Source: an optimization exercise on an open RTL-to-GDS flow (aim: small area and few clock cycles per item). Production flows keep margins and buffers that such runs may drop. The RTL was checked by simulation tests, not by an equivalence proof against the original design. Power and IR drop assume default switching activity.

==> flow/design.v, too long to show whole: its modules and the start of the top module <==
// module dtsg_sine_rom: 291 lines
// module dtsg_fa: 10 lines
// module dtsg_ha: 9 lines
// module dual_tone_sample_generator_top: 1939 lines
module dual_tone_sample_generator_top (
    input  wire logic                                aclk,
    input  wire logic                                aresetn,
    input  wire logic                                s_tvalid,
    output logic                                     s_tready,
    input  wire logic [dtsg_pkg::S_TDATA_W-1:0]      s_tdata,    
    output logic                                     m_tvalid,
    input  wire logic                                m_tready,
    output logic [dtsg_pkg::M_TDATA_W-1:0]           m_tdata,    
    output logic [0:0]                               m_tuser,    
    input  wire logic                                cfg_wr_en,
    input  wire logic [dtsg_pkg::CFG_INDEX_W-1:0]    cfg_index,
    input  wire logic [dtsg_pkg::CFG_DATA_W-1:0]     cfg_wdata
);
  // ...
==> flow/flow/run.sh <==
#!/bin/bash
# The standard layout (standard.sh), with two changes:
#  - the port buffers are the smallest buffer cell (buf_1)
#  - clock tree synthesis without dummy loads
export BUFFER_PORTS_ARGS="-buffer_cell sky130_fd_sc_hd__buf_1"
export CTS_ARGS="-sink_clustering_enable -repair_clock_nets -sink_clustering_size 20 -sink_clustering_max_diameter 50 -root_buf sky130_fd_sc_hd__clkbuf_16 -buf_list sky130_fd_sc_hd__clkbuf_8 -dont_use_dummy_load"
bash standard.sh > standard.log 2>&1
==> flow/standard.sh <==
#!/bin/bash
# synth_recipe.tcl (not shown) runs the flow's synth.tcl, then flattens the netlist and writes it again
# the make line also repeats each setting of config.mk as NAME=value (left out here)
make -C /OpenROAD-flow-scripts/flow DESIGN_CONFIG=/design/flow/config.mk WORK_HOME=/design/flow/orfs CLKGATE_MAP_FILE= SYNTH_SCRIPT=/design/flow/synth_recipe.tcl "${@:-finish}"
==> flow/config.mk <==
export PLATFORM = sky130hd
export DESIGN_NAME = dual_tone_sample_generator_top
export DESIGN_NICKNAME = dual_tone_sample_generator_top
export VERILOG_FILES = /design/flow/design.v
export SDC_FILE = /design/flow/constraint.sdc
export NUM_CORES = 4
export LEC_CHECK = 0
export ABC_AREA = 1
export ABC_CLOCK_PERIOD_IN_PS = 10000
export CAP_MARGIN = 20
export CORE_MARGIN = 2
export CORE_UTILIZATION = 60
export SLEW_MARGIN = 20
export SYNTH_HIERARCHICAL = 1
export SYNTH_MINIMUM_KEEP_SIZE = 0
==> flow/constraint.sdc <==
create_clock -name core_clock -period 10.0 [get_ports {aclk}]
set_input_delay 2.0000 -clock core_clock [delete_from_list [all_inputs] [get_ports {aclk}]]
set_output_delay 2.0000 -clock core_clock [all_outputs]
set_load 0.01 [all_outputs]
==> results.json, run 1 <==
{
  "synth_top_cells_by_count": "nand2_1, fa_1, inv_1",
  "seq_cells": 228,
  "power.internal_mw": 3.17,
  "hp-class": "reg2reg",
  "dp_slack_ps": 1220,
  "r2r_slack_ps": 2590,
  "critical_path_class": "reg2out",
  "cts_hold_buf": 0,
  "nNonClkBuffers": 75,
  "taps": 455,
  "cp_top_family": "adder cells",
  "grt-busiest-layer": "met2",
  "synth_area_um2": 21200,
  "whs_ps": 474,
  "remaining_drc_errors": 0,
  "synth_compound_area_share_pct": 5.53,
  "maxCapViolations": 0,
  "mostFrequentLayoutCells": "nand2_1, fa_1, inv_1, edfxtp_1, nor2_1",
  "layout_commonest_cell": "nand2_1",
  "rows": 68,
  "cp_data_arrival_time_ps": 7320,
  "die_h_um": 192,
  "status": "complete, no violations",
  "area_growth_pct": 4.59,
  "grt_pass1_vias": 16200,
  "fin_cells": 2802,
  "vias": 15900,
  "largest_class": "multi-input gates",
  "ir_drop_mv": 1.38,
  "antenna_found_initial": 0,
  "cts_made_buffers": 23,
  "setup_ws_ps": 684,
  "yosys-mux-area-fraction_pct": 0,
  "multi_input_gates": 1729,
  "drt_pass1_iterations": 8,
  "met2_usage_pct": 47.5,
  "dr_wl_met2_mm": 24.0,
  "drive_gt1_share_pct": 6.26,
  "maxSlewViolCount": 0,
  "grt_overflow_total": 0
}
Testbench counts, summed over its fixed seeds: cycles 16,032, items 16,000.
==> run 2: changes to the inputs <==
--- a/flow/design.v
+++ b/flow/design.v
@@ -401,25 +401,23 @@
         if (adv_phase) begin
             phase_a_n_reg <= phase_a_inc_n;
             phase_b_n_reg <= phase_b_inc_n;
         end
         if (adv_count) begin
             count_reg   <= restart ? 32'd1 : count_inc;
         end
     end
-    logic [14:0] mag_a, mag_b, rom_mag_b;
-    logic        neg_a, neg_b, rom_neg_b;
+    logic [14:0] mag_a, mag_b;
+    logic        neg_a, neg_b;
     logic [15:0] tone_mag;
     logic        tone_neg, zero0;
     logic        sdiff, sel_inv, sel_inc;
-    dtsg_sine_rom u_rom_a (.addr(~phase_a_n_reg[31:24]), .mag(mag_a),     .neg(neg_a));
-    dtsg_sine_rom u_rom_b (.addr(~phase_b_n_reg[31:24]), .mag(rom_mag_b), .neg(rom_neg_b));
-    assign mag_b = rom_mag_b & {15{tone_mode_reg}};
-    assign neg_b = rom_neg_b & tone_mode_reg;
+    dtsg_sine_rom u_rom_a (.addr(~phase_a_n_reg[31:24]), .mag(mag_a), .neg(neg_a));
+    dtsg_sine_rom u_rom_b (.addr(~phase_b_n_reg[31:24] & {8{tone_mode_reg}}), .mag(mag_b), .neg(neg_b));
     assign zero0 = restart || past_end;
     logic [15:0] s1_mag_reg;
     logic        s1_neg_reg, s1_done_reg;
     always_ff @(posedge aclk) begin
         if (!aresetn) begin
             s1_valid_reg <= 1'b0;
         end else if (s1_adv) begin
             s1_valid_reg <= s_tvalid;
==> run 2 against run 1 <==
- combinational power rose by 2%
- wire length is 0.59% higher
- sequential power about the same
- setup slack improved by 37 ps
- die area rose by 0.20%
- cell area grew 0.54%
- fmax rose by 0.40%
- hold slack better by 13 ps
- register-to-register slack worse by 230 ps
- cell count is essentially flat
- still clean on timing, DRC and antenna
==> results.json, run 2 <==
{
  "fin_cells": 2804,
  "maxCapViolations": 0,
  "seq_area_frac_synth_pct": 32.2,
  "cp_top_family": "adder cells",
  "grt_pass1_vias": 16200,
  "dp_hpwl_mm": 39.0,
  "required_ps": 8000,
  "power.density_nw_per_um2": 282,
  "maxSlewViolCount": 0,
  "initial_core_util_pct": 61.2,
  "ys_types": 55,
  "num_io_pins": 67,
  "finalCritPeriodShare_pct": 92.8,
  "rows": 68,
  "placed_cells": 2770,
  "drt_iter0_markers": 1330,
  "cts_num_sinks": 228,
  "synth_top_cells_by_count": "nand2_1, fa_1, inv_1",
  "syn_area_per_cell_um2": 9.14,
  "nFillCells": 2844,
  "htree_levels": 1,
  "synth_area_leader_cell": "edfxtp_1",
  "slew_headroom_pct": 39.6,
  "cts_made_buffers": 25,
  "cts-root-buf": "clkbuf_16",
  "area_growth_pct": 4.94,
  "drt_pass1_iterations": 6,
  "min_period_ps": 9280,
  "synth_edf_count": 226,
  "ir_drop_mv": 1.17,
  "diodes": 0,
  "path_clk_slew_ps": 90,
  "routed_wl_mm": 50.9,
  "grt_pass1_wl_mm": 83.3,
  "skew_ps": 80.7,
  "synthArstFlopShare_pct": 0,
  "vias": 16100,
  "slowest_stage": "fa_1",
  "cpMostUsedCell": "nand2_1",
  "drive_gt1_share_pct": 7.49,
  "synth_area_um2": 21200,
  "cts.path.max_buffers": 3,
  "fin_tns_setup_ps": 0,
  "fp.coreArea_um2": 34700,
  "vias_per_cell": 5.72,
  "critPathMaxStageDelay_ps": 560,
  "die_h_um": 192,
  "synthTopCellsByArea": "edfxtp_1, fa_1, nand2_1, inv_1, nor2_1",
  "p_leak_nw": 8.42,
  "cts_hold_buf": 0,
  "ant_nets": 0,
  "die_w_um": 192,
  "synth_most_common_cell": "nand2_1",
  "tritoncts": "yes",
  "mostFrequentLayoutCells": "nand2_1, fa_1, inv_1, edfxtp_1, nor2_1",
  "antenna_found_initial": 0,
  "grt_use_total_pct": 28.8,
  "grt_setup_unrepaired": "no",
  "worst_pin_slew_ps": 907,
  "cp-start-kind": "register",
  "clk-insertion-delay-late_ps": 530,
  "crit_path_end_kind": "output pin",
  "hp-class": "reg2reg",
  "yosysWarnings": 7,
  "grt_max_degree": 65,
  "die-area_um2": 36900,
  "synthCells": 2323,
  "remaining_drc_errors": 0,
  "wl_per_cell_um": 18.2,
  "hold_viol": 0,
  "crit_fanout": 15,
  "grt_overflow_total": 0,
  "port_buffers": 59,
  "status": "complete, no violations",
  "final-setup-viol-count": 0,
  "max_freq_ghz": 0.108,
  "synth_top_area_share_pct": 32.0,
  "critical_path_class": "reg2out",
  "layout_commonest_cell": "nand2_1",
  "crit_buf_inv": 4,
  "cp_data_arrival_time_ps": 7280,
  "synthFlopType": "edfxtp_1",
  "syn_nets": 2718,
  "nNetsFinal": 2746,
  "gp_congestion": 0.923,
  "synth-seq-cells": 228
}
==> run 2: cell count changes after synthesis, sizes merged, moves of 4 or more <==
cell | before | now
a21oi | 59 | 66
buf | 28 | 24
clkbuf | 53 | 59
inv | 292 | 287
nand2 | 723 | 701
nor2 | 219 | 228
o21a | 0 | 5
o21ai | 53 | 49
or2 | 49 | 55
xnor2 | 16 | 23
xor2 | 19 | 9
==> run 2: worst paths after layout <==
check | to | cells past startpoint | slack, ps | startpoint
worst min register to register | phase_zero_reg | 2 | 490 | phase_zero_reg
worst max-delay path | m_tdata[11] | 26 | 720 | tone_mode_reg
worst max register to register | count_reg[3] | 35 | 2360 | count_reg[0]
worst min-delay path | phase_zero_reg | 2 | 490 | phase_zero_reg
==> run 2: layer usage <==
layer	GRT usage, %	routed length [um]	vias up	part of all wire (%)
met5	0	0	-	0
li1	-	-	7443	-
met4	10.1	1700	0	3.3
met1	39.7	21100	7792	41
met3	3.34	3680	144	7.2
met2	47.7	24400	672	48
==> run 2: final cells by class <==
type	count	area, um2	share of cell area, %
tap	455	569	2.56
sequential	228	6830	30.6
timing repair buffer	83	455	2.04
inverter	287	1080	4.85
multi-input combinational	1725	13000	58.2
clock buffer	25	378	1.70
timing repair inverter	1	7.51	0.0337
==> run 2: worst reg2reg max path: cells and delay by family, from the launching register on <==
kind | cells | cell delay (ps)
fa+ha+maj | 31 | 5740
simple gates | 2 | 670
buf+inv | 2 | 460
flops | 1 | 430
==> run 2: report_power, final <==
group / internal [mW] / switching [mW]
Sequential: 1.19 / 0.147
Combinational: 1.82 / 2.58
Clock: 0.249 / 0.305
==> run 2: what timing repair did <==
action                     in CTS  in global routing
hold endpoints to repair        0                  0
gates resized for setup         0                  2
buffers inserted                0                  6
setup endpoints to repair       0                  3
==> run 2: through the flow <==
stage / setup WS, ps / hold slack (ps) / total power, mW / area, um2 / utilization, %
after floorplan: 1540 / 437 / 4.75 / 21200 / -
after global placement: 907 / 471 / 5.63 / 21800 / 62.7
after detailed placement: 852 / 474 / 5.77 / 21800 / 62.7
after CTS: 308 / 487 / 6.33 / 22200 / 63.8
after global routing: 298 / 527 / 6.98 / 22300 / 64.2
final: 721 / 486 / 6.28 / 22300 / 64.2
==> run 2: logic make-up (layout without fill, tap and decap cells) <==
logic type,count (synthesis),count (layout),synth area share [%]
xor gates and xnor gates,32,32,1.55
AOI/OAI and AO/OA,201,201,5.84
DFF,228,228,32.2
adders and majority gates,347,347,30.6
buffers and inverters,370,396,7.00
and+or+nand+nor,1145,1145,22.9
==> run 2: modules after synthesis, one instance, submodules excluded <==
module	area [um2]	cells inside
dtsg_sine_rom	1280	261
dtsg_ha	12.5	1
dual_tone_sample_generator_top	12500	1482
dtsg_fa	20.0	1
Testbench counts of run 2, summed over its fixed seeds: cycles 16,032, items 16,000.
==> run 3: changes to the inputs <==
--- a/flow/config.mk
+++ b/flow/config.mk
@@ -11,3 +11,3 @@
 export CORE_MARGIN = 2
-export CORE_UTILIZATION = 60
+export CORE_UTILIZATION = 70
 export SLEW_MARGIN = 20
==> run 3 against run 2 <==
- sequential power hardly changed
- sequential share of layout area increased by 0.26 points
- clock skew decreased by 18 ps
- total power grew 0.77%
- sequential cell count unchanged
- highest routed layer unchanged
- setup slack lost 7.2 ps
- first-iteration DRC count grew 11%
- wire length up 1.5%
- cell count decreased by 2.6%
- clock-buffer cell count down 2
- still clean on timing, DRC and antenna
==> results.json, run 3 <==
{
  "slew_headroom_pct": 35.8,
  "rows": 63,
  "slowest_stage": "fa_1",
  "synth_area_leader_cell": "edfxtp_1",
  "synth_top_cells_by_count": "nand2_1, fa_1, inv_1",
  "hold_viol": 0,
  "grt_pass1_wl_mm": 83.3,
  "fp.coreArea_um2": 29700,
  "initial_core_util_pct": 71.4,
  "area_growth_pct": 4.06,
  "cp_top_family": "adder cells",
  "nFillCells": 2035,
  "antenna_found_initial": 0,
  "nNetsFinal": 2739,
  "grt_pass1_vias": 17300,
  "maxSlewViolCount": 0,
  "cts.path.max_buffers": 3,
  "grt_use_total_pct": 33.5,
  "synth_top_area_share_pct": 32.0,
  "status": "complete, no violations",
  "final-setup-viol-count": 0,
  "worst_pin_slew_ps": 963,
  "r2r-start": "tone_mode_reg",
  "cts_num_sinks": 228,
  "clk-insertion-delay-late_ps": 510,
  "met2_usage_pct": 56.3,
  "yosysWarnings": 7,
  "cts_made_buffers": 23,
  "cts-root-buf": "clkbuf_16",
  "syn_area_per_cell_um2": 9.14,
  "drive_gt1_share_pct": 7.22,
  "grt_max_degree": 63,
  "gp_congestion": 0.953,
  "wl_per_cell_um": 18.9,
  "crit_buf_inv": 6,
  "crit_end": "m_tdata[11]",
  "power.density_nw_per_um2": 287,
  "synth_compound_area_share_pct": 5.84,
  "grt_setup_unrepaired": "no",
  "cp_data_arrival_time_ps": 7290,
  "critical_path_class": "reg2out",
  "min_period_ps": 9290,
  "grt_overflow_total": 0,
  "num_io_pins": 67,
  "vias": 16500,
  "synth_area_um2": 21200,
  "met3_usage_pct": 5.54,
  "cpMostUsedCell": "nand2_1",
  "synthCells": 2323,
  "synth_top_family_by_area": "adder cells",
  "r2r_slack_ps": 2240,
  "path_clk_slew_ps": 90,
  "reg2reg_depth": 40,
  "finalCritPeriodShare_pct": 92.9,
  "layout_commonest_cell": "nand2_1",
  "dp_slack_ps": 815,
  "die_h_um": 178,
  "grt_use_met1_pct": 42.6,
  "setup_ws_ps": 714,
  "r2r_end": "s1_mag_reg[15]",
  "routed_wl_mm": 51.7,
  "crit_fanout": 17,
  "diodes": 0,
  "syn_nets": 2718,
  "ant_nets": 0,
  "fin_tns_setup_ps": 0,
  "die_w_um": 178,
  "synthArstFlopShare_pct": 0,
  "synthTopCellsByArea": "edfxtp_1, fa_1, nand2_1, inv_1, nor2_1",
  "max_freq_ghz": 0.108,
  "synthSimpleGateAreaFrac_pct": 22.9,
  "drt_pass1_iterations": 6,
  "port_buffers": 59,
  "die-area_um2": 31700,
  "skew_ps": 63.0,
  "seq_area_frac_synth_pct": 32.2,
  "worst-path-stages": 27,
  "synthFlopType": "edfxtp_1",
  "mostFrequentLayoutCells": "nand2_1, fa_1, inv_1, edfxtp_1, nor2_1",
  "tritoncts": "yes",
  "yosys-mux-area-fraction_pct": 0,
  "crit_path_end_kind": "output pin",
  "hp-class": "reg2reg",
  "ys_types": 55,
  "synth_most_common_cell": "nand2_1",
  "cts_hold_buf": 0,
  "vias_per_cell": 6.05,
  "p_leak_nw": 8.37,
  "synth-seq-cells": 228,
  "cp-start-kind": "register",
  "grt-busiest-layer": "met2",
  "htree_levels": 1,
  "ir_drop_mv": 0.541,
  "synth-adder-area-share_pct": 30.6,
  "dp_hpwl_mm": 39.6,
  "critPathLaunch": "tone_mode_reg",
  "drt_iter0_markers": 1479,
  "maxCapViolations": 0,
  "synth-xor-area-share_pct": 1.55,
  "critPathMaxStageDelay_ps": 580,
  "required_ps": 8000,
  "remaining_drc_errors": 0,
  "synth_edf_count": 226
}
-- run 3: cell counts after synthesis --
Identical to the previous run, type by type.
-- run 3: worst min path at each step --
| stage | from | endpoint | slack, ps | cells after the start |
|---|---|---|---|---|
| after floorplan | phase_zero_reg | phase_zero_reg | 440 | 2 |
| after global placement | phase_zero_reg | phase_zero_reg | 470 | 2 |
| after detailed placement | phase_zero_reg | phase_zero_reg | 500 | 2 |
| after CTS | phase_zero_reg | phase_zero_reg | 520 | 2 |
| after global routing | phase_zero_reg | phase_zero_reg | 530 | 2 |
| final | phase_zero_reg | phase_zero_reg | 530 | 2 |
-- run 3: kinds of logic after synthesis --
group,Yosys count
fa+ha+maj,347
compound gates,201
flops,228
buf+inv,370
simple gates,1145
xor+xnor,32
-- run 3: layer usage --
layer | vias up | share of wire [%]
met3 | 235 | 9.8
met1 | 7877 | 37
li1 | 7426 | -
met4 | 0 | 4.8
met2 | 1004 | 48
met5 | - | 0
-- run 3: tightest hold or removal path, delay by kind of cell (launching register included) --
| kind | cells | cell delay [ps] |
|---|---|---|
| flip-flops | 1 | 350 |
| AND/OR/NAND/NOR | 2 | 130 |
-- run 3: report_power, final --
group	switching [mW]	total (mW)	leakage (nW)	internal, mW
clock network	0.300	0.533	0.181	0.233
registers	0.148	1.34	2.27	1.19
logic	2.64	4.46	5.92	1.83
-- run 3: stage by stage --
step                      cells  util [%]  hold slack [ps]  power (mW)  instance area (um2)
after floorplan            2323         -              437        4.75                21200
after global placement     2706      73.0              467        5.57                21700
after detailed placement   2706      73.0              501        5.79                21700
after CTS                  2729      74.2              516        6.32                22000
after global routing       2732      74.4              530        6.98                22100
final                      2732      74.4              527        6.33                22100
-- run 3: final cells by class --
class	count	area, um2	area share (%)
flip-flops and latches	228	6830	30.9
repair buffers	78	385	1.74
repair inverters	1	7.51	0.0340
well taps	390	488	2.21
clock buffers	23	350	1.59
inverters	287	1080	4.89
multi-input cells	1725	13000	58.6
-- run 3: modules after synthesis (local to each module, per instance) --
module	cells	times used	flip-flops and latches
dtsg_sine_rom	261	2	0
dtsg_fa	1	286	0
dtsg_ha	1	33	0
dual_tone_sample_generator_top	1482	1	228
-- run 3: what timing repair did --
action,4_1_cts,5_1_grt
gates resized for setup,0,2
setup buffers,0,1
endpoints found under the setup margin,0,4
==> run 4: changes to the inputs <==
==> flow/flow/run.sh (replaced) <==
#!/bin/bash
# The standard layout (standard.sh), with three changes:
#  - synthesis maps the logic for area only (flow/synth.tcl)
#  - the port buffers are the smallest buffer cell (buf_1)
#  - clock tree synthesis without dummy loads
set -euo pipefail
export FLOW_FLOW_DIR="$PWD/flow"
export BUFFER_PORTS_ARGS="-buffer_cell sky130_fd_sc_hd__buf_1"
export CTS_ARGS="-sink_clustering_enable -repair_clock_nets -sink_clustering_size 20 -sink_clustering_max_diameter 50 -root_buf sky130_fd_sc_hd__clkbuf_16 -buf_list sky130_fd_sc_hd__clkbuf_8 -dont_use_dummy_load"
sed "s#SYNTH_SCRIPT=[^ ]*#SYNTH_SCRIPT=$PWD/flow/synth.tcl#" standard.sh > standard_area_synth.sh
grep -q "SYNTH_SCRIPT=$PWD/flow/synth.tcl" standard_area_synth.sh
bash standard_area_synth.sh > standard.log 2>&1
==> flow/flow/abc_map_area.script (new file) <==
strash
dch
map -a
topo
dnsize -c
==> flow/flow/synth.tcl (new file) <==
# The standard flow's synthesis script (synth_recipe.tcl), unchanged except that the
# final technology mapping uses flow/abc_map_area.script: area-only mapping,
# without ABC's buffering and upsizing (the layout's repair steps size and
# buffer for timing and slew instead).
proc synth {args} { yosys synth -nofsm -noshare {*}$args }
proc abc {args} {
  set i [lsearch -exact $args -script]
  if { $i >= 0 } {
    lset args [expr { $i + 1 }] $::env(FLOW_FLOW_DIR)/abc_map_area.script
  }
  yosys abc {*}$args
}
source $::env(SCRIPTS_DIR)/synth.tcl
# left out here: clear keep_hierarchy, flatten, clean up, hide names made inside functions, write 1_2_yosys.v
==> run 4 against run 3 <==
- still clean
- total power is 7.7% higher
- sequential cell count stayed put
- sequential share of layout area is 1.2 points higher
- first-iteration DRC count is 13% higher
- register-to-register slack worse by 1200 ps
- sequential power hardly changed
- global-route usage is 1.4 points higher
==> results.json, run 4 <==
{
  "status": "complete, no violations",
  "gp_congestion": 0.936,
  "antenna_found_initial": 0,
  "dp_slack_ps": 622,
  "nNetsFinal": 2492,
  "synth-seq-cells": 228,
  "routed_wl_mm": 50.4,
  "grt_pass1_wl_mm": 83.6,
  "grt_max_degree": 63,
  "vias": 15700,
  "whs_endpoint": "phase_zero_reg",
  "reg2reg_depth": 43,
  "fp.coreArea_um2": 27900,
  "die-area_um2": 30000,
  "critical_path_class": "reg2out",
  "maxSlewViolCount": 0,
  "setup_ws_ps": 198,
  "synthFlopType": "edfxtp_1",
  "cts.path.max_buffers": 3,
  "slew_headroom_pct": 28.5,
  "drive_gt1_share_pct": 6.30,
  "cts-root-buf": "clkbuf_16",
  "crit_path_end_kind": "output pin",
  "dp_hpwl_mm": 38.6,
  "path_clk_slew_ps": 110,
  "cp-start-kind": "register",
  "dpl-instance-area_um2": 20900,
  "design_area_um2": 21300,
  "cp_data_arrival_time_ps": 7800,
  "clk-insertion-delay-late_ps": 520,
  "whs_ps": 473,
  "hp-class": "reg2reg",
  "initial_core_util_pct": 71.6,
  "die_w_um": 173,
  "r2r_slack_ps": 1080,
  "r2r-start": "tone_mode_reg",
  "final-setup-viol-count": 0,
  "cts_made_buffers": 21,
  "grt_overflow_total": 0,
  "synth_area_leader_cell": "edfxtp_1",
  "synth_area_um2": 20000,
  "skew_ps": 79.7,
  "finalCritPeriodShare_pct": 98.0,
  "maxCapViolations": 0,
  "layout_commonest_cell": "nand2_1",
  "ir_drop_mv": 0.518,
  "fin_tns_setup_ps": 0,
  "grt_pass1_vias": 16500,
  "p_leak_nw": 6.59,
  "rows": 61,
  "synthArstFlopShare_pct": 0,
  "grt_use_total_pct": 34.9,
  "synth_top_cells_by_count": "nand2_1, fa_1, clkinv_1",
  "diodes": 0,
  "num_io_pins": 67,
  "synthCells": 1994,
  "synth_top_area_share_pct": 33.9,
  "syn_nets": 2389,
  "tritoncts": "yes",
  "drt_pass1_iterations": 5,
  "hold_viol": 0,
  "syn_area_per_cell_um2": 10.0,
  "die_h_um": 173,
  "port_buffers": 59,
  "seq_area_frac_synth_pct": 34.1,
  "mostFrequentLayoutCells": "nand2_1, fa_1, clkinv_1, nor2_1, edfxtp_1",
  "crit_fanout": 16,
  "cts_num_sinks": 228,
  "max_freq_ghz": 0.102,
  "worst_pin_slew_ps": 1060,
  "remaining_drc_errors": 0,
  "cts_hold_buf": 0,
  "min_period_ps": 9800,
  "ys_types": 45,
  "min_path_cells": 2,
  "ant_nets": 0,
  "vias_per_cell": 6.33,
  "min_from": "phase_zero_reg",
  "htree_levels": 1,
  "r2r_end": "s1_mag_reg[15]",
  "area_growth_pct": 6.23,
  "grt_setup_unrepaired": "no",
  "synth_most_common_cell": "nand2_1",
  "drt_iter0_markers": 1673,
  "power.density_nw_per_um2": 321,
  "required_ps": 8000,
  "yosysWarnings": 7,
  "wl_per_cell_um": 20.4,
  "synthTopCellsByArea": "edfxtp_1, fa_1, nand2_1, clkinv_1, nor2_1",
  "synth_edf_count": 226
}
## run 4: cell count changes after synthesis, sizes merged, moves of 24 or more
cell    delta
nand2    -304
inv      -287
clkinv   +258
nand3     -74
clkbuf    -59
o21ai     +40
nor2      +24
## run 4: power breakdown
group	total, mW	switching, mW	internal [mW]	leakage [nW]
combinational	4.95	2.88	2.07	4.15
clock	0.506	0.291	0.215	0.166
sequential	1.37	0.173	1.19	2.27
## run 4: modules after synthesis (local to each module, per instance)
| module | copies in the design | flip-flops and latches | cells inside | area, um2 |
|---|---|---|---|---|
| dual_tone_sample_generator_top | 1 | 228 | 1217 | 11600 |
| dtsg_sine_rom | 2 | 0 | 229 | 1120 |
| dtsg_fa | 286 | 0 | 1 | 20.0 |
| dtsg_ha | 33 | 0 | 1 | 12.5 |
## run 4: cell families after synthesis
family	count (synthesis)	synth area share (%)
buffers and inverters	260	4.91
flip-flops	228	34.1
AND/OR/NAND/NOR	807	16.9
adder cells (fa/ha/maj)	352	32.7
XOR/XNOR	49	2.14
AO/OA/AOI/OAI	298	9.30
## run 4: metal layers
| layer | wire length (um) | track usage, % |
|---|---|---|
| met5 | 0 | 0 |
| met4 | 2260 | 14.2 |
| met3 | 4530 | 5.26 |
| met2 | 24700 | 58.3 |
| met1 | 18800 | 46.6 |
## run 4: worst max-delay path by stage
stage,from,endpoint,slack [ps],depth (start not counted)
6_report,tone_mode_reg,m_tdata[11],200,21
3_3_place_gp,tone_mode_reg,m_tdata[15],780,25
5_1_grt,tone_mode_reg,m_tdata[11],20,21
4_1_cts,tone_mode_reg,m_tdata[11],60,23
2_1_floorplan,s_tdata[0],phase_a_n_reg[31],460,23
3_5_place_dp,tone_mode_reg,m_tdata[11],620,23
## run 4: repair_timing
item                       CTS  global route
setup buffers                0             0
resized for setup            0             7
setup endpoints to repair    0             4
## run 4: stage by stage
stage	utilization [%]	total power [mW]	std cells
finish	76.1	6.82	2473
detailed placement	74.9	6.28	2452
global placement	74.9	5.97	2452
CTS	76.1	6.80	2473
global route	76.1	7.48	2473
floorplan	-	4.99	1994
## run 4: layout make-up
type,count,area [um2]
clock buffer,21,323
inverter,258,968
fill,1822,6680
sequential,228,6830
multi-input combinational,1506,12300
tap,378,473
timing repair buffer,82,395
## run 4: worst max-delay path: stages (launching register included)
cell and delay, ps:
edfxtp_1 430, buf_4 200, o21ai_0 620, clkinv_1 580, nand2_1 230, fa_1 440
fa_1 460, fa_1 410, fa_1 530, fa_1 440, a22oi_1 240, nand2_1 70
o21ai_0 80, a31oi_1 110, o221a_2 310, o221a_2 280, o221a_2 260, fa_1 410
fa_1 420, fa_1 520, xnor2_1 120, buf_1 170
==> run 5: changes to the inputs <==
==> flow/flow/abc_map_area.script (replaced) <==
strash
dch -f
map -a
mfs2 -a
strash
dch
map -a
topo
dnsize -c
--- a/flow/config.mk
+++ b/flow/config.mk
@@ -12,2 +12,3 @@
 export CORE_UTILIZATION = 70
+export SETUP_SLACK_MARGIN = 0.2
 export SLEW_MARGIN = 20
==> run 5 against run 4 <==
- still clean on timing, DRC and antenna
- total power grew 8.0%
- die area shrank 0.49%
- wire length grew 0.97%
- setup slack gained 310 ps
==> results.json, run 5 <==
{
  "antenna_found_initial": 0,
  "synth-seq-cells": 228,
  "grt_setup_unrepaired": "yes",
  "syn_nets": 2371,
  "synthTopCellsByArea": "edfxtp_1, fa_1, nand2_1, nor2_1, clkinv_1",
  "ir_drop_mv": 0.504,
  "synthFlopType": "edfxtp_1",
  "critical_path_class": "reg2out",
  "maxCapViolations": 0,
  "slew_headroom_pct": 21.2,
  "crit_path_end_kind": "output pin",
  "grt_pass1_vias": 16700,
  "syn_area_per_cell_um2": 10.1,
  "die_w_um": 173,
  "dp_hpwl_mm": 38.6,
  "gp_congestion": 0.987,
  "wl_per_cell_um": 20.4,
  "synth_area_leader_cell": "edfxtp_1",
  "synth_edf_count": 226,
  "drive_gt1_share_pct": 6.72,
  "synthCells": 1976,
  "synth_area_um2": 19900,
  "synth_most_common_cell": "nand2_1",
  "mostFrequentLayoutCells": "nand2_1, nor2_1, fa_1, clkinv_1, edfxtp_1",
  "die-area_um2": 29800,
  "hold_viol": 0,
  "cts_made_buffers": 22,
  "crit_fanout": 17,
  "cts_hold_buf": 0,
  "cts.path.max_buffers": 3,
  "power.density_nw_per_um2": 343,
  "drt_iter0_markers": 1748,
  "area_growth_pct": 7.93,
  "fp.coreArea_um2": 27900,
  "setup_ws_ps": 512,
  "final-setup-viol-count": 0,
  "required_ps": 8000,
  "synth_top_cells_by_count": "nand2_1, nor2_1, fa_1",
  "rows": 61,
  "remaining_drc_errors": 0,
  "clk-insertion-delay-late_ps": 500,
  "path_clk_slew_ps": 90,
  "dp_slack_ps": 258,
  "nNetsFinal": 2510,
  "cp_data_arrival_time_ps": 7490,
  "finalCritPeriodShare_pct": 94.9,
  "cts_num_sinks": 228,
  "port_buffers": 59,
  "cp-start-kind": "register",
  "vias_per_cell": 6.35,
  "grt_use_total_pct": 34.5,
  "grt_max_degree": 65,
  "grt_pass1_wl_mm": 82.2,
  "p_leak_nw": 6.68,
  "vias": 15800,
  "tritoncts": "yes",
  "nFillCells": 1812,
  "htree_levels": 1,
  "maxSlewViolCount": 0,
  "drt_pass1_iterations": 5,
  "fin_tns_setup_ps": 0,
  "ys_types": 47,
  "diodes": 0,
  "cts-root-buf": "clkbuf_16",
  "seq_area_frac_synth_pct": 34.3,
  "max_freq_ghz": 0.105,
  "synth_top_area_share_pct": 34.1,
  "initial_core_util_pct": 71.5,
  "status": "complete, no violations",
  "die_h_um": 173,
  "synthArstFlopShare_pct": 0,
  "layout_commonest_cell": "nand2_1",
  "skew_ps": 69.1,
  "num_io_pins": 67,
  "hp-class": "reg2reg",
  "ant_nets": 0,
  "routed_wl_mm": 50.9,
  "yosysWarnings": 7,
  "worst_pin_slew_ps": 1150,
  "grt_overflow_total": 0,
  "min_period_ps": 9490,
  "r2r_slack_ps": 1230
}
==> run 5: worst max-delay path, cell delays in order, from the launching register on <==
cell      delay, ps
edfxtp_1        440
clkinv_1        110
buf_4           250
nor2_1          110
nor2_4          270
clkinv_1        170
nor2_1          120
ha_1            140
clkinv_1         80
fa_1            570
fa_1            460
fa_1            400
fa_1            470
fa_1            560
nand2_1         110
a31oi_2         290
nand2_1         130
a211oi_2        340
nand2_1         140
a31oi_2         230
a211oi_1        150
o221ai_1        160
nand2_1         100
o22ai_1         190
fa_1            230
fa_1            430
xnor2_1         160
buf_1           160
==> run 5: cell families after synthesis <==
kind of cell               count (synthesis)  share of synthesized area [%]
and+or+nand+nor                          779                           16.0
adders and majority gates                352                           32.8
AOI/OAI and AO/OA                        307                           9.84
buffers and inverters                    264                           5.01
DFF                                      228                           34.3
xor gates and xnor gates                  46                           2.02
==> run 5: final timing paths <==
check                               startpoint             end  cells past startpoint
worst min register to register  phase_zero_reg  phase_zero_reg                      2
worst min-delay path            phase_zero_reg  phase_zero_reg                      2
worst max register to register   tone_mode_reg  s1_mag_reg[15]                     36
worst max-delay path             tone_mode_reg     m_tdata[15]                     27
==> run 5: routing by layer <==
layer  track usage, %  share of wire (%)  vias up  wire, um
met2             57.3                 49     1056     24700
met1             44.8                 36     7590     18500
met4             18.6                5.9        2      2990
li1                 -                  -     6892         -
met3             4.84                9.0      287      4590
met5                0              0.067        -        34
==> run 5: through the flow <==
step	area [um2]	power (mW)	utilization [%]	hold WS (ps)	std cells
6_report	21500	7.37	77.1	476	2491
5_1_grt	21500	8.06	77.1	539	2491
4_1_cts	21400	7.20	76.9	479	2489
3_5_place_dp	21100	6.66	75.6	467	2466
3_3_place_gp	21100	6.35	75.6	431	2466
2_1_floorplan	19900	5.21	-	420	1976
==> run 5: layout make-up <==
cell class              count  area (um2)  area share (%)
multi-input cells        1484       12200            56.6
flip-flops and latches    228        6830            31.8
inverters                 262         983            4.58
repair buffers            117         698            3.25
well taps                 378         473            2.20
clock buffers              22         337            1.57
==> run 5: power breakdown <==
group | total, mW | switching, mW | internal [mW]
Clock | 0.515 | 0.291 | 0.224
Combinational | 5.48 | 3.19 | 2.30
Sequential | 1.37 | 0.176 | 1.20
Total | 7.37 | 3.66 | 3.71
==> run 5: Yosys stat by module (local to each module, per instance) <==
| module | flip-flops and latches | copies in the design |
|---|---|---|
| dtsg_fa | 0 | 286 |
| dtsg_ha | 0 | 33 |
| dtsg_sine_rom | 0 | 2 |
| dual_tone_sample_generator_top | 228 | 1 |
==> run 5: what timing repair did <==
| action | 4_1_cts | 5_1_grt |
|---|---|---|
| buffers inserted | 1 | 0 |
| cloned | 0 | 0 |
| resized for setup | 2 | 5 |
| endpoints found under the setup margin | 6 | 4 |
==> run 6: changes to the inputs <==
==> flow/flow/abc_map_area.script (replaced) <==
strash
dch
map -a
topo
dnsize -c
==> run 6 against run 5 <==
- critical path depth is 4 lower
- clock skew increased by 7.6 ps
- total power is 7.3% lower
- clock power fell by 1%
- critical endpoint is now m_tdata[11]
==> results.json, run 6 <==
{
  "antenna_found_initial": 0,
  "die_w_um": 173,
  "maxCapViolations": 0,
  "required_ps": 8000,
  "cts_made_buffers": 21,
  "grt_pass1_vias": 16500,
  "grt_overflow_total": 0,
  "skew_ps": 76.7,
  "synthCells": 1994,
  "vias_per_cell": 6.38,
  "htree_levels": 1,
  "cts_num_sinks": 228,
  "syn_nets": 2389,
  "seq_area_frac_synth_pct": 34.1,
  "grt_max_degree": 63,
  "hp-class": "reg2reg",
  "cp_data_arrival_time_ps": 7490,
  "grt_setup_unrepaired": "no",
  "port_buffers": 59,
  "power.total_mw": 6.83,
  "grt_use_total_pct": 34.9,
  "cts-root-buf": "clkbuf_16",
  "fin_tns_setup_ps": 0,
  "tritoncts": "yes",
  "syn_area_per_cell_um2": 10.0,
  "vias": 15800,
  "cts_hold_buf": 0,
  "ys_types": 45,
  "worst_pin_slew_ps": 1060,
  "dp_hpwl_mm": 38.6,
  "synthArstFlopShare_pct": 0,
  "critical_path_class": "reg2out",
  "status": "complete, no violations",
  "placed_cells": 2452,
  "nNetsFinal": 2495,
  "mostFrequentLayoutCells": "nand2_1, fa_1, nor2_1, clkinv_1, edfxtp_1",
  "grt_pass1_wl_mm": 83.6,
  "finalCritPeriodShare_pct": 94.9,
  "whs_ps": 471,
  "cts.path.max_buffers": 3,
  "ir_drop_mv": 0.519,
  "yosysWarnings": 7,
  "design_area_um2": 21300,
  "power.density_nw_per_um2": 320,
  "drt_iter0_markers": 1797,
  "crit_fanout": 15,
  "hold_viol": 0,
  "maxSlewViolCount": 0,
  "drt_pass1_iterations": 8,
  "final-setup-viol-count": 0,
  "synth_most_common_cell": "nand2_1",
  "wl_per_cell_um": 20.4,
  "layout_commonest_cell": "nand2_1",
  "synth-seq-cells": 228,
  "path_clk_slew_ps": 110,
  "diodes": 0,
  "remaining_drc_errors": 0,
  "synth_top_cells_by_count": "nand2_1, fa_1, clkinv_1",
  "cp-start-kind": "register",
  "fin_cells": 2476,
  "ant_nets": 0,
  "crit_path_end_kind": "output pin",
  "die-area_um2": 30000,
  "initial_core_util_pct": 71.6,
  "area_growth_pct": 6.55,
  "max_freq_ghz": 0.105,
  "synth_area_leader_cell": "edfxtp_1",
  "dpl-instance-area_um2": 20900,
  "synthFlopType": "edfxtp_1",
  "setup_ws_ps": 509,
  "clk-insertion-delay-late_ps": 520,
  "rows": 61,
  "fp.coreArea_um2": 27900,
  "synth_top_area_share_pct": 33.9,
  "synthTopCellsByArea": "edfxtp_1, fa_1, nand2_1, clkinv_1, nor2_1",
  "drive_gt1_share_pct": 6.72,
  "fin_util_pct": 76.3,
  "min_period_ps": 9490,
  "slew_headroom_pct": 28.3,
  "num_io_pins": 67,
  "die_h_um": 173,
  "synth_area_um2": 20000,
  "routed_wl_mm": 50.5,
  "synth_edf_count": 226,
  "gp_congestion": 0.936,
  "p_leak_nw": 6.64,
  "dp_slack_ps": 622
}
[run 6: cell types whose count changed after synthesis, moves of 7 or more]
| cell | change |
|---|---|
| nor2_1 | -56 |
| a22oi_1 | -8 |
| or2_2 | +25 |
| nand2_1 | +57 |
| nand4_1 | +8 |
| nor3_1 | -7 |
[run 6: area by class of cell]
type / count / area, um2
inverter: 258 / 1010
multi-input combinational: 1506 / 12300
timing repair buffer: 85 / 418
fill: 1806 / 6610
tap: 378 / 473
sequential: 228 / 6830
clock buffer: 21 / 323
[run 6: path summary, 6_finish.rpt]
| kind | slack, ps | cells past startpoint | start | end |
|---|---|---|---|---|
| setup / recovery | 510 | 23 | tone_mode_reg | m_tdata[11] |
| hold / removal | 470 | 2 | phase_zero_reg | phase_zero_reg |
| hold reg to reg | 470 | 2 | phase_zero_reg | phase_zero_reg |
| setup reg to reg | 1140 | 43 | tone_mode_reg | s1_mag_reg[15] |
[run 6: modules after synthesis (local to each module, per instance)]
module                          cells inside  copies in the design  flops+latches
dtsg_sine_rom                            229                     2              0
dual_tone_sample_generator_top          1217                     1            228
dtsg_fa                                    1                   286              0
dtsg_ha                                    1                    33              0
[run 6: layer usage]
metal  GRT usage, %  up-vias  routed length [um]
li1               -     6870                   -
met1           46.6     7685               18700
met2           58.3     1006               24700
met3           5.26      230                4600
met4           14.2        0                2370
met5              0        -                   0
[run 6: logic make-up (layout without fill, tap and decap cells)]
family,count (synthesis),after routing,synth area share (%)
buf+inv,260,364,4.91
fa+ha+maj,352,352,32.7
xor+xnor,49,49,2.14
simple gates,807,807,16.9
compound gates,298,298,9.30
flops,228,228,34.1
[run 6: where the power goes]
| part | internal [mW] | switching (mW) |
|---|---|---|
| Combinational | 2.07 | 2.88 |
| Clock | 0.215 | 0.292 |
| Sequential | 1.19 | 0.172 |
| Total | 3.48 | 3.35 |
[run 6: critical path, stage by stage, from the launching register on]
cell and delay, ps:
edfxtp_1 440, inv_2 130, buf_4 220, or2_2 130, o21ai_0 120, clkinv_1 70
buf_4 240, nand2_1 110, fa_1 420, fa_1 530, fa_1 460, fa_1 420
fa_1 510, fa_1 480, nand2_1 130, o211ai_1 110, o221a_2 300, o221a_2 280
o221a_2 260, fa_1 410, fa_1 420, fa_1 520, xnor2_1 120, buf_1 170
[run 6: what timing repair did]
item / in CTS / in global routing
endpoints found under the setup margin: 2 / 5
gates resized for setup: 4 / 12
buffers inserted: 0 / 3
==> run 7: changes to the inputs <==
==> flow/flow/abc_map_area.script (replaced) <==
strash
dch -f
map -a
mfs2 -a
strash
dch
map -a
topo
dnsize -c
--- a/flow/config.mk
+++ b/flow/config.mk
@@ -9,3 +9,3 @@
 export ABC_CLOCK_PERIOD_IN_PS = 10000
-export CAP_MARGIN = 20
+export CAP_MARGIN = 5
 export CORE_MARGIN = 2
@@ -13,3 +13,3 @@
 export SETUP_SLACK_MARGIN = 0.2
-export SLEW_MARGIN = 20
+export SLEW_MARGIN = 5
 export SYNTH_HIERARCHICAL = 1
==> run 7 against run 6 <==
- clock-buffer cell count up 1
- total power up 7.0%
- wire length up 0.72%
- cell count up 0.53%
- sequential power about the same
- sequential share of layout area down 0.15 points
- area after synthesis down 0.50%
- critical endpoint is now m_tdata[15]
- largest power group unchanged
- highest routed layer unchanged
==> results.json, run 7 <==
{
  "p_clk_share_pct": 7.0,
  "r2r_slack_ps": 1230,
  "die_h_um": 173,
  "status": "complete, no violations",
  "vias": 15800,
  "drt_pass1_iterations": 6,
  "min_from": "phase_zero_reg",
  "rows": 61,
  "tritoncts": "yes",
  "max_freq_ghz": 0.106,
  "p_seq_share_pct": 18.8,
  "nFillCells": 1836,
  "cp-start-kind": "register",
  "fp.coreArea_um2": 27900,
  "initial_core_util_pct": 71.5,
  "cts_hold_buf": 0,
  "skew_ps": 71.1,
  "grt_pass1_wl_mm": 83.2,
  "synth-xor-area-share_pct": 2.02,
  "final-setup-viol-count": 0,
  "cts.path.max_buffers": 3,
  "htree_levels": 1,
  "yosysWarnings": 7,
  "cp_data_arrival_time_ps": 7450,
  "slew_headroom_pct": 11.6,
  "vias_per_cell": 6.36,
  "dp_hpwl_mm": 38.6,
  "syn_area_per_cell_um2": 10.1,
  "synth-adder-area-share_pct": 32.8,
  "crit_fanout": 17,
  "seq_area_frac_synth_pct": 34.3,
  "synth_edf_count": 226,
  "switchingPower_mw": 3.61,
  "hold_viol": 0,
  "swShare_pct": 49.3,
  "die-area_um2": 29800,
  "critical_path_class": "reg2out",
  "cts_made_buffers": 22,
  "diodes": 0,
  "maxSlewViolCount": 0,
  "remaining_drc_errors": 0,
  "routed_wl_mm": 50.8,
  "gp_congestion": 0.987,
  "grt_max_degree": 65,
  "synthSimpleGateAreaFrac_pct": 16.0,
  "ir_drop_mv": 0.521,
  "crit_buf_inv": 5,
  "p_leak_nw": 6.66,
  "whs_endpoint": "phase_zero_reg",
  "num_io_pins": 67,
  "r2r-start": "phase_a_n_reg[24]",
  "critPathMaxStageDelay_ps": 520,
  "synth_compound_area_share_pct": 9.84,
  "synth_most_common_cell": "nand2_1",
  "reg2reg_depth": 35,
  "crit_path_end_kind": "output pin",
  "power.internal_mw": 3.70,
  "antenna_found_initial": 0,
  "mostFrequentLayoutCells": "nand2_1, nor2_1, fa_1, clkinv_1, edfxtp_1",
  "fin_util_pct": 76.9,
  "combPwrFrac_pct": 74.2,
  "synthArstFlopShare_pct": 0,
  "hp-class": "reg2reg",
  "maxCapViolations": 0,
  "required_ps": 8000,
  "fin_tns_setup_ps": 0,
  "synth_top_family_by_area": "adder cells",
  "worst_pin_slew_ps": 1290,
  "multi_input_area_um2": 12200,
  "grt_pass1_vias": 16500,
  "clk-insertion-delay-late_ps": 510,
  "layout_commonest_cell": "nand2_1",
  "area_growth_pct": 7.60,
  "syn_nets": 2371,
  "synth_area_leader_cell": "edfxtp_1",
  "power.density_nw_per_um2": 341,
  "cpMostUsedCell": "fa_1",
  "grt_overflow_total": 0,
  "synth-seq-cells": 228,
  "wl_per_cell_um": 20.4,
  "cp_top_family": "adder cells",
  "finalCritPeriodShare_pct": 94.5,
  "ys_types": 47,
  "path_clk_slew_ps": 90,
  "port_buffers": 59,
  "min_path_cells": 2,
  "synthTopCellsByArea": "edfxtp_1, fa_1, nand2_1, nor2_1, clkinv_1",
  "yosys-mux-area-fraction_pct": 0,
  "regArea_um2": 6830,
  "grt_setup_unrepaired": "no",
  "ant_nets": 0,
  "drive_gt1_share_pct": 6.54,
  "synthCells": 1976,
  "synth_top_area_share_pct": 34.1,
  "r2r_end": "s1_mag_reg[15]",
  "drt_iter0_markers": 1586,
  "synth_top_cells_by_count": "nand2_1, nor2_1, fa_1",
  "grt_use_total_pct": 35.0,
  "synthFlopType": "edfxtp_1",
  "synth_area_um2": 19900,
  "cts-root-buf": "clkbuf_16",
  "slowest_stage": "fa_1",
  "die_w_um": 173,
  "cts_num_sinks": 228,
  "min_period_ps": 9450,
  "nNetsFinal": 2508
}
==> run 7: cell types whose count changed after synthesis, sizes merged, moves of 7 or more <==
cell | before | now
a22oi | 23 | 31
nor3 | 28 | 35
nand4 | 21 | 13
nor2 | 252 | 308
or2 | 69 | 44
nand2 | 397 | 340
==> run 7: routing by layer <==
| layer | part of all wire [%] | vias up | track usage [%] |
|---|---|---|---|
| met5 | 0 | - | 0 |
| met4 | 5.4 | 0 | 15.8 |
| met3 | 9.2 | 286 | 4.77 |
| met2 | 49 | 1020 | 59.0 |
| met1 | 36 | 7645 | 46.0 |
| li1 | - | 6874 | - |
==> run 7: cells by family (layout without fill, tap and decap cells) <==
family	after synthesis	count (layout)
buf+inv	264	399
xor+xnor	46	46
fa+ha+maj	352	352
simple gates	779	779
compound gates	307	307
flops	228	228
==> run 7: final cells by class <==
class	instances	area share, %
clock buffer	22	1.57
inverter	262	4.59
multi-input combinational	1484	56.8
sequential	228	31.9
tap	378	2.21
timing repair buffer	115	3.00
==> run 7: Yosys stat by module, one instance, submodules excluded <==
module | times used | cells inside
dtsg_sine_rom | 2 | 215
dtsg_ha | 33 | 1
dual_tone_sample_generator_top | 1 | 1227
dtsg_fa | 286 | 1
==> run 7: metrics by stage <==
stage / instances / worst slack, ps / hold WS, ps / instance area [um2] / power [mW]
floorplan: 1976 / 414 / 420 / 19900 / 5.21
global placement: 2466 / 490 / 431 / 21100 / 6.35
detailed placement: 2466 / 273 / 468 / 21100 / 6.66
CTS: 2489 / 238 / 480 / 21400 / 7.20
global route: 2489 / 181 / 563 / 21400 / 8.02
finish: 2489 / 553 / 473 / 21400 / 7.31
==> run 7: what timing repair did <==
item | CTS | global route
setup endpoints to repair | 6 | 7
resized for setup | 1 | 4
buffers inserted | 1 | 0
==> run 7: power groups by stage <==
stage / Clock (mW) / Combinational (mW) / Sequential [mW]
finish: 0.514 / 5.42 / 1.37
global route: 0.553 / 6.09 / 1.38
CTS: 0.522 / 5.32 / 1.36
detailed placement: 0 / 5.28 / 1.38
global placement: 0 / 4.97 / 1.37
floorplan: 0 / 3.90 / 1.32
==> run 7: worst max path at each step <==
stage	startpoint	end	slack, ps	cells after the start
after floorplan	s_tdata[0]	phase_a_n_reg[31]	410	24
after global placement	tone_mode_reg	m_tdata[15]	490	28
after detailed placement	tone_mode_reg	m_tdata[15]	270	27
after CTS	tone_mode_reg	m_tdata[15]	240	28
after global routing	tone_mode_reg	m_tdata[15]	180	27
final	tone_mode_reg	m_tdata[15]	550	28
==> run 7: worst min-delay path, delay by kind of cell (launching register included) <==
kind | cells | cell delay, ps
DFF | 1 | 320
and+or+nand+nor | 2 | 110
==> run 8: changes to the inputs <==
--- a/flow/flow/run.sh
+++ b/flow/flow/run.sh
@@ -8,3 +8,3 @@
 export BUFFER_PORTS_ARGS="-buffer_cell sky130_fd_sc_hd__buf_1"
-export CTS_ARGS="-sink_clustering_enable -repair_clock_nets -sink_clustering_size 20 -sink_clustering_max_diameter 50 -root_buf sky130_fd_sc_hd__clkbuf_16 -buf_list sky130_fd_sc_hd__clkbuf_8 -dont_use_dummy_load"
+export CTS_ARGS="-sink_clustering_enable -repair_clock_nets -sink_clustering_size 16 -sink_clustering_max_diameter 45 -root_buf sky130_fd_sc_hd__clkbuf_16 -buf_list sky130_fd_sc_hd__clkbuf_8 -dont_use_dummy_load"
 sed "s#SYNTH_SCRIPT=[^ ]*#SYNTH_SCRIPT=$PWD/flow/synth.tcl#" standard.sh > standard_area_synth.sh
==> flow/flow/abc_map_area.script (replaced) <==
strash
dch
map -a
topo
dnsize -c
--- a/flow/config.mk
+++ b/flow/config.mk
@@ -9,3 +9,3 @@
 export ABC_CLOCK_PERIOD_IN_PS = 10000
-export CAP_MARGIN = 5
+export CAP_MARGIN = 20
 export CORE_MARGIN = 2
@@ -13,3 +13,3 @@
 export SETUP_SLACK_MARGIN = 0.2
-export SLEW_MARGIN = 5
+export SLEW_MARGIN = 20
 export SYNTH_HIERARCHICAL = 1
==> run 8 against run 7 <==
- still clean
- sequential share of layout area hardly changed
- critical path depth is 5 lower
- hold slack worse by 5.6 ps
- cell count is 0.24% lower
- area after synthesis is 0.50% higher
- clock-buffer cell count is 4 higher
- critical endpoint is now m_tdata[11]
- highest routed layer unchanged
==> results.json, run 8 <==
{
  "combPwrFrac_pct": 72.1,
  "initial_core_util_pct": 71.6,
  "drt_pass1_iterations": 5,
  "setup_ws_ps": 502,
  "synth-seq-cells": 228,
  "syn_area_per_cell_um2": 10.0,
  "fp.coreArea_um2": 27900,
  "final-setup-viol-count": 0,
  "drive_gt1_share_pct": 6.94,
  "synth_most_common_cell": "nand2_1",
  "htree_levels": 1,
  "min_path_cells": 2,
  "area_growth_pct": 6.92,
  "synthFlopType": "edfxtp_1",
  "grt_overflow_total": 0,
  "port_buffers": 59,
  "crit_fanout": 16,
  "worst_pin_slew_ps": 1080,
  "dp_hpwl_mm": 38.6,
  "cp_data_arrival_time_ps": 7500,
  "synthTopCellsByArea": "edfxtp_1, fa_1, nand2_1, clkinv_1, nor2_1",
  "crit_path_cell_trace": "inv_2 > buf_4 > or2_2 > o21ai_0 > clkinv_1 > buf_4 > nand2_1 > fa_1 > fa_1 > fa_1 > fa_1 > fa_1 > fa_1 > nand2_1 > o211ai_1 > o221a_2 > o221a_2 > o221a_2 > fa_1 > fa_1 > fa_1 > xnor2_1 > buf_1",
  "num_io_pins": 67,
  "mostFrequentLayoutCells": "nand2_1, fa_1, nor2_1, clkinv_1, edfxtp_1",
  "rows": 61,
  "cpMostUsedCell": "fa_1",
  "cts_made_buffers": 26,
  "ir_drop_mv": 0.520,
  "synth_top_cells_by_count": "nand2_1, fa_1, clkinv_1",
  "nNetsFinal": 2500,
  "whs_ps": 468,
  "gp_congestion": 0.936,
  "synth_area_leader_cell": "edfxtp_1",
  "whs_endpoint": "phase_zero_reg",
  "p_leak_nw": 6.68,
  "critical_path_class": "reg2out",
  "antenna_found_initial": 0,
  "required_ps": 8000,
  "maxCapViolations": 0,
  "reg2reg_depth": 43,
  "die_w_um": 173,
  "dp_slack_ps": 622,
  "seq_area_frac_synth_pct": 34.1,
  "routed_wl_mm": 50.5,
  "grt_setup_unrepaired": "no",
  "cts_num_sinks": 228,
  "layout_commonest_cell": "nand2_1",
  "ant_nets": 0,
  "wl_per_cell_um": 20.3,
  "yosysWarnings": 7,
  "power.internal_mw": 3.53,
  "remaining_drc_errors": 0,
  "synthArstFlopShare_pct": 0,
  "synth_area_um2": 20000,
  "tritoncts": "yes",
  "synth_top_area_share_pct": 33.9,
  "vias": 15900,
  "cts-root-buf": "clkbuf_16",
  "maxSlewViolCount": 0,
  "min_from": "phase_zero_reg",
  "critPathMaxStageDelay_ps": 530,
  "hold_viol": 0,
  "syn_nets": 2389,
  "skew_ps": 80.5,
  "p_seq_share_pct": 19.9,
  "die_h_um": 173,
  "min_period_ps": 9500,
  "slew_headroom_pct": 27.0,
  "cp-start-kind": "register",
  "finalCritPeriodShare_pct": 95.0,
  "die-area_um2": 30000,
  "swShare_pct": 48.8,
  "vias_per_cell": 6.40,
  "synthCells": 1994,
  "cts_hold_buf": 0,
  "crit_path_end_kind": "output pin",
  "ys_types": 45,
  "hp-class": "reg2reg",
  "grt_max_degree": 63,
  "slowest_stage": "fa_1",
  "path_clk_slew_ps": 90,
  "switchingPower_mw": 3.36,
  "status": "complete, no violations",
  "max_freq_ghz": 0.105,
  "r2r_slack_ps": 1200,
  "fin_util_pct": 76.6,
  "fin_tns_setup_ps": 0,
  "grt_pass1_wl_mm": 83.5,
  "synth_edf_count": 226,
  "power.density_nw_per_um2": 322,
  "grt_use_total_pct": 34.9,
  "drt_iter0_markers": 1806,
  "nFillCells": 1802,
  "p_clk_share_pct": 8.1,
  "r2r_end": "s1_mag_reg[15]",
  "grt_pass1_vias": 16500,
  "cts.path.max_buffers": 3,
  "r2r-start": "tone_mode_reg",
  "clk-insertion-delay-late_ps": 520
}
run 8: cell count changes in the layout (fill, tap and decap cells not counted), sizes merged, moves of 9 or more:
| cell | before | now |
|---|---|---|
| clkinv | 261 | 245 |
| nor2 | 308 | 252 |
| inv | 1 | 10 |
| or2 | 44 | 69 |
| nand2 | 340 | 397 |
| buf | 114 | 84 |
run 8: cell families after synthesis:
| kind of cell | Yosys count | synth area share, % |
|---|---|---|
| and+or+nand+nor | 807 | 16.9 |
| adders and majority gates | 352 | 32.7 |
| AOI/OAI and AO/OA | 298 | 9.30 |
| buffers and inverters | 260 | 4.91 |
| DFF | 228 | 34.1 |
| xor gates and xnor gates | 49 | 2.14 |
run 8: through the flow:
step | cells | total power [mW] | instance area (um2)
after floorplan | 1994 | 4.99 | 20000
after global placement | 2452 | 5.97 | 20900
after detailed placement | 2452 | 6.28 | 20900
after CTS | 2478 | 6.85 | 21300
after global routing | 2481 | 7.54 | 21400
final | 2483 | 6.89 | 21400
run 8: worst max-delay path by stage:
stage / start / to / slack, ps / cells after the start
after floorplan: s_tdata[0] / phase_a_n_reg[31] / 460 / 23
after global placement: tone_mode_reg / m_tdata[15] / 780 / 25
after detailed placement: tone_mode_reg / m_tdata[11] / 620 / 23
after CTS: tone_mode_reg / m_tdata[11] / 210 / 23
after global routing: tone_mode_reg / m_tdata[11] / 240 / 23
final: tone_mode_reg / m_tdata[11] / 500 / 23
run 8: Yosys stat by module (local to each module, per instance):
module,times used,cell area (um2),cells,flip-flops and latches
dtsg_sine_rom,2,1120,229,0
dtsg_ha,33,12.5,1,0
dual_tone_sample_generator_top,1,11600,1217,228
dtsg_fa,286,20.0,1,0
run 8: cell type report:
| cell class | instances | area, um2 | area share, % |
|---|---|---|---|
| clock buffer | 26 | 392 | 1.83 |
| timing repair buffer | 85 | 418 | 1.95 |
| tap | 378 | 473 | 2.21 |
| sequential | 228 | 6830 | 31.9 |
| antenna | 2 | 5.00 | 0.0234 |
| inverter | 258 | 1010 | 4.72 |
| multi-input combinational | 1506 | 12300 | 57.4 |
run 8: layer usage:
| layer | wire length (um) | share of wire, % | up-vias | GRT usage (%) |
|---|---|---|---|---|
| li1 | - | - | 6876 | - |
| met1 | 18800 | 37 | 7696 | 46.7 |
| met2 | 24400 | 48 | 1053 | 57.8 |
| met3 | 4710 | 9.3 | 255 | 5.45 |
| met4 | 2520 | 5.0 | 0 | 14.5 |
| met5 | 0 | 0 | - | 0 |
run 8: repair_timing:
action	in CTS	in global routing
resized for setup	4	12
buffers inserted	0	3
endpoints found under the hold margin	0	0
endpoints found under the setup margin	2	5
run 8: power groups by stage:
| stage | registers (mW) | clock network (mW) | logic (mW) |
|---|---|---|---|
| 3_5_place_dp | 1.38 | 0 | 4.91 |
| 4_1_cts | 1.36 | 0.564 | 4.93 |
| 6_report | 1.37 | 0.557 | 4.97 |
| 3_3_place_gp | 1.37 | 0 | 4.61 |
| 5_1_grt | 1.38 | 0.595 | 5.56 |
| 2_1_floorplan | 1.31 | 0 | 3.67 |
run 8: critical path: cells and delay by family, from the launching register on:
family	cells	cell delay, ps
compound gates	5	1070
xor+xnor	1	120
fa+ha+maj	9	4170
buf+inv	5	840
flops	1	430
simple gates	3	380
==> run 9: changes to the inputs <==
--- a/flow/flow/run.sh
+++ b/flow/flow/run.sh
@@ -8,3 +8,3 @@
 export BUFFER_PORTS_ARGS="-buffer_cell sky130_fd_sc_hd__buf_1"
-export CTS_ARGS="-sink_clustering_enable -repair_clock_nets -sink_clustering_size 16 -sink_clustering_max_diameter 45 -root_buf sky130_fd_sc_hd__clkbuf_16 -buf_list sky130_fd_sc_hd__clkbuf_8 -dont_use_dummy_load"
+export CTS_ARGS="-sink_clustering_enable -repair_clock_nets -sink_clustering_size 30 -sink_clustering_max_diameter 70 -buf_list sky130_fd_sc_hd__clkbuf_16 -dont_use_dummy_load"
 sed "s#SYNTH_SCRIPT=[^ ]*#SYNTH_SCRIPT=$PWD/flow/synth.tcl#" standard.sh > standard_area_synth.sh
--- a/flow/config.mk
+++ b/flow/config.mk
@@ -12,3 +12,3 @@
 export CORE_UTILIZATION = 70
-export SETUP_SLACK_MARGIN = 0.2
+export SETUP_SLACK_MARGIN = 0.3
 export SLEW_MARGIN = 20
==> run 9 against run 8 <==
- first-iteration DRC count up 0.33%
- combinational power up 0.8%
- wire length up 0.29%
- die area unchanged
- sequential cell count unchanged
- clock-buffer cell count down 13
- sequential power about the same
- critical path depth up 1
- total power about the same
- synthesized cell count unchanged
- global-route usage down 0.15 points
- non-clock buffer count up 1
- critical path type unchanged
- critical endpoint unchanged
- highest routed layer unchanged
==> results.json, run 9 <==
{
  "crit_path_end_kind": "output pin",
  "power.total_mw": 6.89,
  "fin_cells": 2469,
  "cp-start-kind": "register",
  "initial_core_util_pct": 71.6,
  "die_w_um": 173,
  "wl_per_cell_um": 20.5,
  "fin_util_pct": 76.5,
  "drive_gt1_share_pct": 6.55,
  "ys_types": 45,
  "synthCells": 1994,
  "gp_congestion": 0.936,
  "swShare_pct": 48.8,
  "maxSlewViolCount": 0,
  "synthFlopType": "edfxtp_1",
  "die_h_um": 173,
  "synth_top_cells_by_count": "nand2_1, fa_1, clkinv_1",
  "power.density_nw_per_um2": 322,
  "fp.coreArea_um2": 27900,
  "synth_area_um2": 20000,
  "hold_viol": 0,
  "p_seq_share_pct": 19.9,
  "routed_wl_mm": 50.6,
  "cts_made_buffers": 13,
  "min_from": "phase_zero_reg",
  "synth_top_area_share_pct": 33.9,
  "synth-seq-cells": 228,
  "synth_edf_count": 226,
  "remaining_drc_errors": 0,
  "worst_pin_slew_ps": 1130,
  "ir_drop_mv": 0.519,
  "nFillCells": 1786,
  "port_buffers": 59,
  "drt_iter0_markers": 1812,
  "max_freq_ghz": 0.105,
  "drt_pass1_iterations": 6,
  "die-area_um2": 30000,
  "nNetsFinal": 2488,
  "cts_num_sinks": 228,
  "required_ps": 8000,
  "yosysWarnings": 7,
  "placed_cells": 2452,
  "crit_fanout": 15,
  "whs_endpoint": "phase_zero_reg",
  "grt_max_degree": 63,
  "finalCritPeriodShare_pct": 95.3,
  "vias_per_cell": 6.38,
  "mostFrequentLayoutCells": "nand2_1, fa_1, nor2_1, clkinv_1, edfxtp_1",
  "grt_use_total_pct": 34.7,
  "synth_area_leader_cell": "edfxtp_1",
  "ant_nets": 0,
  "switchingPower_mw": 3.36,
  "critPathMaxStageDelay_ps": 570,
  "p_leak_nw": 6.66,
  "grt_setup_unrepaired": "no",
  "grt_pass1_vias": 16400,
  "power.internal_mw": 3.52,
  "cp_data_arrival_time_ps": 7530,
  "grt_pass1_wl_mm": 83.2,
  "area_growth_pct": 6.84,
  "crit_path_cell_trace": "inv_2 > buf_6 > or2_2 > o21ai_0 > bufinv_8 > nand2_1 > fa_1 > fa_1 > fa_1 > fa_1 > fa_1 > fa_2 > nand2_1 > nand3_1 > o21ai_0 > nand2_1 > o221a_2 > o221a_2 > o221a_2 > fa_1 > fa_1 > fa_1 > xnor2_1 > clkbuf_2",
  "synthTopCellsByArea": "edfxtp_1, fa_1, nand2_1, clkinv_1, nor2_1",
  "synthArstFlopShare_pct": 0,
  "hp-class": "reg2reg",
  "vias": 15700,
  "cp_top_family": "adder cells",
  "num_io_pins": 67,
  "combPwrFrac_pct": 72.7,
  "min_path_cells": 2,
  "reg2reg_depth": 43,
  "p_clk_share_pct": 7.5,
  "r2r_end": "s1_mag_reg[15]",
  "slew_headroom_pct": 24.6,
  "layout_commonest_cell": "nand2_1",
  "r2r_slack_ps": 1090,
  "min_period_ps": 9530,
  "status": "complete, no violations",
  "clk-insertion-delay-late_ps": 500,
  "syn_nets": 2389,
  "seq_area_frac_synth_pct": 34.1,
  "slowest_stage": "fa_1",
  "cpMostUsedCell": "fa_1",
  "cts.path.max_buffers": 3,
  "grt_overflow_total": 0,
  "cts_hold_buf": 0,
  "synth_most_common_cell": "nand2_1",
  "final-setup-viol-count": 0,
  "critical_path_class": "reg2out",
  "tritoncts": "yes",
  "diodes": 0,
  "crit_buf_inv": 4,
  "r2r-start": "tone_mode_reg",
  "dp_hpwl_mm": 38.6,
  "skew_ps": 66.8,
  "cts-root-buf": "clkbuf_16",
  "rows": 61,
  "maxCapViolations": 0,
  "htree_levels": 1,
  "path_clk_slew_ps": 110,
  "syn_area_per_cell_um2": 10.0,
  "fin_tns_setup_ps": 0,
  "antenna_found_initial": 0
}
## run 9: logic make-up after synthesis
| logic type | share of synthesized area, % |
|---|---|
| buf+inv | 4.91 |
| flops | 34.1 |
| fa+ha+maj | 32.7 |
| compound gates | 9.30 |
| xor+xnor | 2.14 |
| simple gates | 16.9 |
## run 9: power by group through the flow
stage	Clock [mW]	Sequential (mW)	Combinational (mW)
6_report	0.514	1.37	5.01
5_1_grt	0.547	1.38	5.61
4_1_cts	0.520	1.36	4.94
3_5_place_dp	0	1.38	4.91
3_3_place_gp	0	1.37	4.61
2_1_floorplan	0	1.31	3.67
## run 9: final cells by class
cell class / instances / area (um2) / area share (%)
Tap cell: 378 / 473 / 2.21
Sequential cell: 228 / 6830 / 31.9
Multi-Input combinational cell: 1506 / 12300 / 57.4
Timing Repair Buffer: 86 / 434 / 2.03
Clock buffer: 13 / 325 / 1.52
Inverter: 258 / 1040 / 4.87
## run 9: timing repair
item | 4_1_cts | 5_1_grt
endpoints found under the hold margin | 0 | 0
resized for setup | 8 | 18
setup endpoints to repair | 2 | 6
setup buffers | 4 | 0
## run 9: layer usage
| metal | vias up | track usage (%) | part of all wire [%] |
|---|---|---|---|
| li1 | 6853 | - | - |
| met1 | 7689 | 46.2 | 37 |
| met2 | 972 | 58.1 | 49 |
| met3 | 230 | 5.26 | 9.3 |
| met4 | 0 | 14.1 | 4.4 |
| met5 | - | 0 | 0 |
## run 9: modules after synthesis, one instance, submodules excluded
module / copies in the design / cell area (um2)
dtsg_fa: 286 / 20.0
dtsg_ha: 33 / 12.5
dtsg_sine_rom: 2 / 1120
dual_tone_sample_generator_top: 1 / 11600
## run 9: worst max-delay path by stage
stage                        from                end  slack, ps  cells past startpoint
finish              tone_mode_reg        m_tdata[11]        470                     24
global route        tone_mode_reg        m_tdata[11]        210                     24
CTS                 tone_mode_reg        m_tdata[11]        300                     22
detailed placement  tone_mode_reg        m_tdata[11]        620                     23
global placement    tone_mode_reg        m_tdata[15]        780                     25
floorplan              s_tdata[0]  phase_a_n_reg[31]        460                     23
## run 9: metrics by stage
step	worst slack (ps)	area (um2)	hold slack (ps)
floorplan	463	20000	420
global placement	777	20900	446
detailed placement	622	20900	458
CTS	304	21300	474
global route	215	21400	512
finish	468	21400	473
## run 9: worst register-to-register path: cells and delay by family, from the launching register on
kind                     cells  cell delay [ps]
AO/OA/AOI/OAI                7             1340
XOR/XNOR                     2              410
AND/OR/NAND/NOR             16             2070
flip-flops                   1              400
adder cells (fa/ha/maj)      6             2540
buffers and inverters       12             1830

## static timing again, ports no longer ideal
The flow's constraints put no driver on any port. The routed layouts listed below were extracted and timed again, unchanged, in two steps. Step 1 assumes that a clkbuf_16 drives the clock port and a buf_2 every other input. Step 2 also shifts input and output timing later by t, the mid clock arrival at the registers, as if the neighbouring blocks saw the same clock. Three values: ideal ports, drivers, drivers and shift; two values: the first two.
run	t, ns	setup slack, ns	hold slack, ns	cell pins on the clock port's net
run 1	0.522	0.684 / 0.631 / 1.154	0.474 / 0.474 / 0.474	1
run 2	0.539	0.721 / 0.669 / 1.209	0.486 / 0.486 / 0.486	1
run 3	0.524	0.714 / 0.665 / 1.189	0.527 / 0.527 / 0.527	1
run 4	0.533	0.198 / 0.149 / 0.682	0.473 / 0.473 / 0.473	1
run 5	0.520	0.512 / 0.461 / 0.969	0.476 / 0.476 / 0.476	1
run 6	0.535	0.509 / 0.459 / 0.994	0.471 / 0.471 / 0.471	1
run 7	0.520	0.553 / 0.503 / 1.020	0.473 / 0.473 / 0.473	1
run 8	0.526	0.502 / 0.452 / 0.979	0.468 / 0.468 / 0.468	1
run 9	0.518	0.468 / 0.419 / 0.937	0.473 / 0.473 / 0.473	1
After both steps every run listed still meets setup and hold.
